This is an optimization exercise on Yosys and OpenROAD, whose aim is a short achievable clock period and few clock cycles per item, not a production implementation.
RTL that was checked went through simulation tests only; none was proved equivalent to the original.

==> flow/design.v <==
module riscv_crypto_sha256_msched (
  input  logic        clk,
  input  logic        rst,
  input  logic        in_valid,
  output logic        in_ready,
  input  logic [31:0] in_data,
  output logic        out_valid,
  input  logic        out_ready,
  output logic [31:0] out_data,
  output logic [5:0]  out_idx,
  output logic        out_last,
  output logic        busy
);
  localparam int DIN = 2;
  function automatic logic [31:0] sig0(input logic [31:0] x);
    sig0 = {x[6:0], x[31:7]} ^ {x[17:0], x[31:18]} ^ {3'b000, x[31:3]};
  endfunction
  function automatic logic [31:0] sig1(input logic [31:0] x);
    sig1 = {x[16:0], x[31:17]} ^ {x[18:0], x[31:19]} ^ {10'b0, x[31:10]};
  endfunction
  function automatic logic [63:0] ks_pre2(input logic [31:0] g0, input logic [31:0] p0);
    logic [31:0] g, p, gn, pn;
    g = g0;
    p = p0;
    for (int l = 0; l < 2; l++) begin
      for (int i = 0; i < 32; i++) begin
        if (i >= (1 << l)) begin
          gn[i] = g[i] | (p[i] & g[i - (1 << l)]);
          pn[i] = p[i] & p[i - (1 << l)];
        end else begin
          gn[i] = g[i];
          pn[i] = p[i];
        end
      end
      g = gn;
      p = pn;
    end
    ks_pre2 = {p, g};
  endfunction
  function automatic logic [31:0] ks_fin3(input logic [31:0] pb, input logic [31:0] g2,
                                          input logic [31:0] p2);
    logic [31:0] g, p, gn, pn;
    g = g2;
    p = p2;
    for (int l = 2; l < 5; l++) begin
      for (int i = 0; i < 32; i++) begin
        if (i >= (1 << l)) begin
          gn[i] = g[i] | (p[i] & g[i - (1 << l)]);
          pn[i] = p[i] & p[i - (1 << l)];
        end else begin
          gn[i] = g[i];
          pn[i] = p[i];
        end
      end
      g = gn;
      p = pn;
    end
    ks_fin3 = pb ^ {g[30:0], 1'b0};
  endfunction
  function automatic logic [31:0] maj2(input logic [31:0] a, input logic [31:0] b,
                                       input logic [31:0] c);
    logic [31:0] m;
    m = (a & b) | (a & c) | (b & c);
    maj2 = {m[30:0], 1'b0};
  endfunction
  logic [31:0] fifo_q [DIN];
  logic        f_wp_q, f_rp_q;
  logic [1:0]  f_cnt_q, f_cnt_d;  
  logic        f_ne_q;
  logic        f_le1_q, f_le1_d;  
  logic        in_ready_d;
  logic        in_nrdy_q;      
  logic        in_rdy_q;       
  logic [3:0]  in_cnt_q;
  logic        in15_q;         
  logic        in_hs, pop, push;
  logic        byp;            
  logic        adv_e, take_e;  
  logic [31:0] head;
  localparam int NW = 14;
  logic [31:0] win_q [NW];
  logic [5:0]  n_q, n_d;       
  logic        nlt16_q;        
  logic        n15_q, n63_q;   
  logic        fne_d, nge16_d;
  logic [31:0] bp_q, bg_q, bgp_q;
  logic [63:0] a_pg;
  logic [31:0] x_q;            
  logic [31:0] xp_q, xg_q, xgp_q;
  logic [63:0] x_pg;
  logic        adv_q, adv_d;   
  logic [31:0] s1w;
  logic [31:0] w_sum, x_sum, xs, xc;
  logic [4:0]  lag_q, lag_d, lag_t, lag_n;  
  logic        nz_q;           
  logic        lm1_q, lmax_q;  
  logic [NW-1:0] sel_q;        
  logic [31:0] rd_word, tk_word, w_in;
  logic        ov_port_q, ovn_q, ov_i;
  logic [31:0] out_data_q, od_h_q;
  logic [5:0]  out_idx_q, oi_h_q, m_q;
  logic        out_last_q, olh_q;
  logic        m63_q;          
  logic        take;
  logic [1:0]  pend_q, pend_d;
  logic        pend_eq1_q, pend_ge2_q;
  logic        busy_q, busy_d;
  logic        inc, dec;
  assign in_hs = in_valid & in_rdy_q;
  assign head  = fifo_q[f_rp_q];
  assign pop   = adv_q & nlt16_q;
  assign byp   = in_hs & nlt16_q & ~f_ne_q & ~nz_q & ~adv_q & (~ov_i | out_ready);
  assign push  = in_hs & ~byp;
  assign adv_e = adv_q | byp;
  always_comb begin
    s1w = sig1(win_q[0]);
    xs = win_q[3] ^ sig0(win_q[11]) ^ win_q[12];
    xc = maj2(win_q[3], sig0(win_q[11]), win_q[12]);
  end
  assign w_sum = ks_fin3(bp_q, bg_q, bgp_q);
  assign a_pg  = ks_pre2(s1w & x_q, s1w ^ x_q);
  assign x_sum = ks_fin3(xp_q, xg_q, xgp_q);
  assign x_pg  = ks_pre2(xs & xc, xs ^ xc);
  assign ov_i = ~ovn_q;
  assign take    = (nz_q | adv_q) & (~ov_i | out_ready);
  assign take_e  = take | byp;
  assign w_in    = nlt16_q ? (f_ne_q ? head : in_data) : w_sum;
  assign tk_word = nz_q ? rd_word : w_in;
  always_comb begin
    rd_word = 32'd0;
    for (int i = 0; i < NW; i++) rd_word = rd_word | ({32{sel_q[i]}} & win_q[i]);
  end
  always_comb begin
    f_cnt_d = f_cnt_q + {1'b0, push} - {1'b0, pop};
    case ({pop, push})
      2'b10:   f_le1_d = 1'b1;
      2'b01:   f_le1_d = ~f_ne_q;
      default: f_le1_d = f_le1_q;
    endcase
    n_d     = n_q + {5'd0, adv_e};
    lag_t   = adv_q ? lag_q : lag_q - 5'd1;
    lag_n   = adv_q ? lag_q + 5'd1 : lag_q;
    lag_d   = take ? lag_t : lag_n;
    fne_d   = push | ~f_le1_q | (f_ne_q & ~pop);
    nge16_d = adv_e ? (n15_q | (~nlt16_q & ~n63_q)) : ~nlt16_q;
    adv_d   = (nge16_d | fne_d) &
              ~(take ? 1'b0 : ((lm1_q & adv_q) | lmax_q));
    inc     = in_hs & in15_q;
    dec     = ov_i & out_ready & olh_q;
    pend_d  = pend_q + {1'b0, inc} - {1'b0, dec};
    busy_d  = inc | pend_ge2_q | (pend_eq1_q & ~dec);
    in_ready_d = f_le1_d | ~busy_d;
  end
  always_ff @(posedge clk or posedge rst) begin
    if (rst) begin
      f_wp_q      <= 1'b0;
      f_rp_q      <= 1'b0;
      f_cnt_q     <= 2'd0;
      f_ne_q      <= 1'b0;
      f_le1_q     <= 1'b1;
      in_nrdy_q   <= 1'b0;
      in_rdy_q    <= 1'b1;
      in_cnt_q    <= 4'd0;
      in15_q      <= 1'b0;
      n_q         <= 6'd0;
      nlt16_q     <= 1'b1;
      n15_q       <= 1'b0;
      n63_q       <= 1'b0;
      adv_q       <= 1'b0;
      lag_q       <= 5'd0;
      nz_q        <= 1'b0;
      lm1_q       <= 1'b0;
      lmax_q      <= 1'b0;
      sel_q       <= '0;
      ov_port_q   <= 1'b0;
      ovn_q       <= 1'b1;
      olh_q       <= 1'b0;
      od_h_q      <= 32'd0;
      oi_h_q      <= 6'd0;
      m_q         <= 6'd0;
      m63_q       <= 1'b0;
      pend_q      <= 2'd0;
      pend_eq1_q  <= 1'b0;
      pend_ge2_q  <= 1'b0;
      busy_q      <= 1'b0;
    end else begin
      if (push)  f_wp_q <= ~f_wp_q;
      if (pop)   f_rp_q <= ~f_rp_q;
      f_cnt_q    <= f_cnt_d;
      f_ne_q     <= fne_d;
      f_le1_q    <= f_le1_d;
      in_nrdy_q  <= ~in_ready_d;
      in_rdy_q   <= in_ready_d;
      if (in_hs) begin
        in_cnt_q <= in_cnt_q + 4'd1;
        in15_q   <= (in_cnt_q == 4'd14);
      end
      n_q        <= n_d;
      nlt16_q    <= (n_d[5:4] == 2'b00);
      n15_q      <= (n_d == 6'd15);
      n63_q      <= (n_d == 6'd63);
      adv_q      <= adv_d;
      lag_q      <= lag_d;
      nz_q       <= take ? (lag_t != 5'd0) : (lag_n != 5'd0);
      lm1_q      <= take ? (lag_t == 5'(NW - 1)) : (lag_n == 5'(NW - 1));
      lmax_q     <= take ? 1'b0 : (lag_n == 5'(NW));
      if (take) begin
        if (~adv_q) sel_q <= {1'b0, sel_q[NW-1:1]};
      end else begin
        if (adv_q)  sel_q <= {sel_q[NW-2:0], ~nz_q};
      end
      ov_port_q  <= take_e | (ov_i & ~out_ready);
      ovn_q      <= ~(take_e | (ov_i & ~out_ready));
      if (take_e) begin
        olh_q    <= m63_q;
        od_h_q   <= tk_word;
        oi_h_q   <= m_q;
        m_q      <= m_q + 6'd1;
        m63_q    <= (m_q == 6'd62);
      end
      pend_q     <= pend_d;
      pend_eq1_q <= (pend_d == 2'd1);
      pend_ge2_q <= pend_d[1];
      busy_q     <= busy_d;
    end
  end
  always_ff @(posedge clk) begin
    if (push) fifo_q[f_wp_q] <= in_data;
    out_data_q <= take_e ? tk_word : od_h_q;
    out_idx_q  <= take_e ? m_q     : oi_h_q;
    out_last_q <= take_e ? m63_q   : olh_q;
    if (adv_e) begin
      bp_q  <= s1w ^ x_q;
      bg_q  <= a_pg[31:0];
      bgp_q <= a_pg[63:32];
      win_q[0] <= w_in;
      for (int i = 1; i < NW; i++) win_q[i] <= win_q[i-1];
      x_q  <= x_sum;
      xp_q  <= xs ^ xc;
      xg_q  <= x_pg[31:0];
      xgp_q <= x_pg[63:32];
    end
  end
  assign in_ready  = ~in_nrdy_q;
  assign out_valid = ov_port_q;
  assign out_data  = out_data_q;
  assign out_idx   = out_idx_q;
  assign out_last  = out_last_q;
  assign busy      = busy_q;
endmodule
Settings: LEC_CHECK=0, ABC_CLOCK_PERIOD_IN_PS=2000, CAP_MARGIN=20, CORE_MARGIN=2, CORE_UTILIZATION=40, SETUP_SLACK_MARGIN=5, SLEW_MARGIN=20; clock period 8.0 ns.
standard.sh (not shown) runs the stock make flow with config.mk's settings and CLKGATE_MAP_FILE= SYNTH_SCRIPT=/design/flow/synth_recipe.tcl, a recipe that flattens the netlist after the stock synthesis.
==> flow/flow/run.sh <==
#!/bin/bash
# Standard synthesis and placement; then each output port's flop is moved next
# to its port buffer and placement re-legalized; then the rest of the standard
# ORFS layout. repair_timing aims at a larger setup margin.
set -euo pipefail
M=5.4
bash standard.sh synth > synth.log 2>&1
bash standard.sh SETUP_SLACK_MARGIN=$M place > place.log 2>&1
PLACE_ODB=$PWD/orfs/results/$FLOW_PLATFORM/riscv_crypto_sha256_msched/base/3_place.odb \
  openroad -no_init -exit flow/move_io_flops.tcl > move_io_flops.log 2>&1
bash standard.sh SETUP_SLACK_MARGIN=$M finish > layout.log 2>&1
==> flow/flow/move_io_flops.tcl <==
# Move each output port's driving flop (and any single-fanout cells between it
# and the port buffer) next to the port buffer, then legalize.
set odb $::env(PLACE_ODB)
read_db $odb
set block [ord::get_db_block]
set moved 0
foreach bt [$block getBTerms] {
  if {[$bt getIoType] ne "OUTPUT"} { continue }
  set net [$bt getNet]
  if {$net eq "NULL"} { continue }
  # the port buffer drives the port net
  set drv ""
  foreach it [$net getITerms] { if {[$it isOutputSignal]} { set drv $it } }
  if {$drv eq ""} { continue }
  set buf [$drv getInst]
  set bx [lindex [$buf getLocation] 0]; set by [lindex [$buf getLocation] 1]
  set cur $buf
  for {set hop 0} {$hop < 3} {incr hop} {
    # the single input net of cur
    set innet ""
    foreach it [$cur getITerms] {
      if {[$it isInputSignal]} {
        set m [[$it getMTerm] getName]
        if {$m eq "CLK" || $m eq "RESET_B" || $m eq "SET_B"} { continue }
        set n [$it getNet]
        if {$n ne "NULL"} { lappend innet $n }
      }
    }
    if {[llength $innet] != 1} { break }
    set n [lindex $innet 0]
    set d ""
    set nload 0
    foreach it [$n getITerms] { if {[$it isOutputSignal]} { set d $it } else { incr nload } }
    if {$d eq "" || $nload != 1} { break }
    set prev [$d getInst]
    $prev setLocation $bx $by
    $prev setPlacementStatus PLACED
    incr moved
    set master [[$prev getMaster] getName]
    if {[string match "*df*" $master]} { break }
    set cur $prev
  }
}
puts "moved $moved cells"
detailed_placement
check_placement -verbose
write_db $odb
Testbench counts at the start, summed over its fixed seeds: cycles 4,104, items 4,096.
Edit:
--- a/flow/design.v
+++ b/flow/design.v
@@ -17,6 +17,25 @@
   endfunction
   function automatic logic [31:0] sig1(input logic [31:0] x);
     sig1 = {x[16:0], x[31:17]} ^ {x[18:0], x[31:19]} ^ {10'b0, x[31:10]};
+  endfunction
+  function automatic logic [31:0] ks_sum(input logic [31:0] g0, input logic [31:0] p0);
+    logic [31:0] g, p, gn, pn;
+    g = g0;
+    p = p0;
+    for (int l = 0; l < 5; l++) begin
+      for (int i = 0; i < 32; i++) begin
+        if (i >= (1 << l)) begin
+          gn[i] = g[i] | (p[i] & g[i - (1 << l)]);
+          pn[i] = p[i] & p[i - (1 << l)];
+        end else begin
+          gn[i] = g[i];
+          pn[i] = p[i];
+        end
+      end
+      g = gn;
+      p = pn;
+    end
+    ks_sum = p0 ^ {g[30:0], 1'b0};
   endfunction
   function automatic logic [63:0] ks_pre2(input logic [31:0] g0, input logic [31:0] p0);
     logic [31:0] g, p, gn, pn;
@@ -86,8 +105,7 @@
   logic [31:0] bp_q, bg_q, bgp_q;
   logic [63:0] a_pg;
   logic [31:0] x_q;            
-  logic [31:0] xp_q, xg_q, xgp_q;
-  logic [63:0] x_pg;
+  logic [31:0] xp_q, xg_q;     
   logic        adv_q, adv_d;   
   logic [31:0] s1w;
   logic [31:0] w_sum, x_sum, xs, xc;
@@ -119,8 +137,7 @@
   end
   assign w_sum = ks_fin3(bp_q, bg_q, bgp_q);
   assign a_pg  = ks_pre2(s1w & x_q, s1w ^ x_q);
-  assign x_sum = ks_fin3(xp_q, xg_q, xgp_q);
-  assign x_pg  = ks_pre2(xs & xc, xs ^ xc);
+  assign x_sum = ks_sum(xg_q, xp_q);
   assign ov_i = ~ovn_q;
   assign take    = (nz_q | adv_q) & (~ov_i | out_ready);
   assign take_e  = take | byp;
@@ -236,9 +253,8 @@
       win_q[0] <= w_in;
       for (int i = 1; i < NW; i++) win_q[i] <= win_q[i-1];
       x_q  <= x_sum;
-      xp_q  <= xs ^ xc;
-      xg_q  <= x_pg[31:0];
-      xgp_q <= x_pg[63:32];
+      xp_q <= xs ^ xc;
+      xg_q <= xs & xc;
     end
   end
   assign in_ready  = ~in_nrdy_q;
The new run produced a clean layout; routed wire length falls by a few percent; non-clock buffer count falls by 30; cell area falls by a few percent; synthesized area falls by a few percent; hold slack gets better by 0.019 ns; global-route usage falls by 0.44 points.
Only the layout flow was run in the second run of this note; the RTL was not checked for function there.

==> separate check: timing with driven ports <==
No port has a modelled driver above. Below, the same layouts with a new extraction and two added sets of constraints. Step 1 sets driving cells, clkbuf_16 on the clock port and buf_2 on the other inputs (assumed; they add their load-dependent delay and slew). Step 2, shift: input delay + t, output delay - t, t = (earliest + latest rising clock arrival at the registers) / 2. This alone moves slack from input paths to output paths. Three values: ideal ports, drivers, drivers and shift; two values: the first two.
run | shift t [ns] | slack for setup (ns) | worst data-port slew with drivers (ns) | pins driven straight from the clock port
the first run | 0.704 | 5.237 / 5.170 / 4.612 | 0.10 | 1
the second run | 0.703 | 5.240 / 5.182 / 4.709 | 0.06 | 1
After both steps setup and hold are still met in every run listed. The setup slack of the first run, which loses most, moves by -0.067 ns with the drivers and by -0.625 ns with both steps.
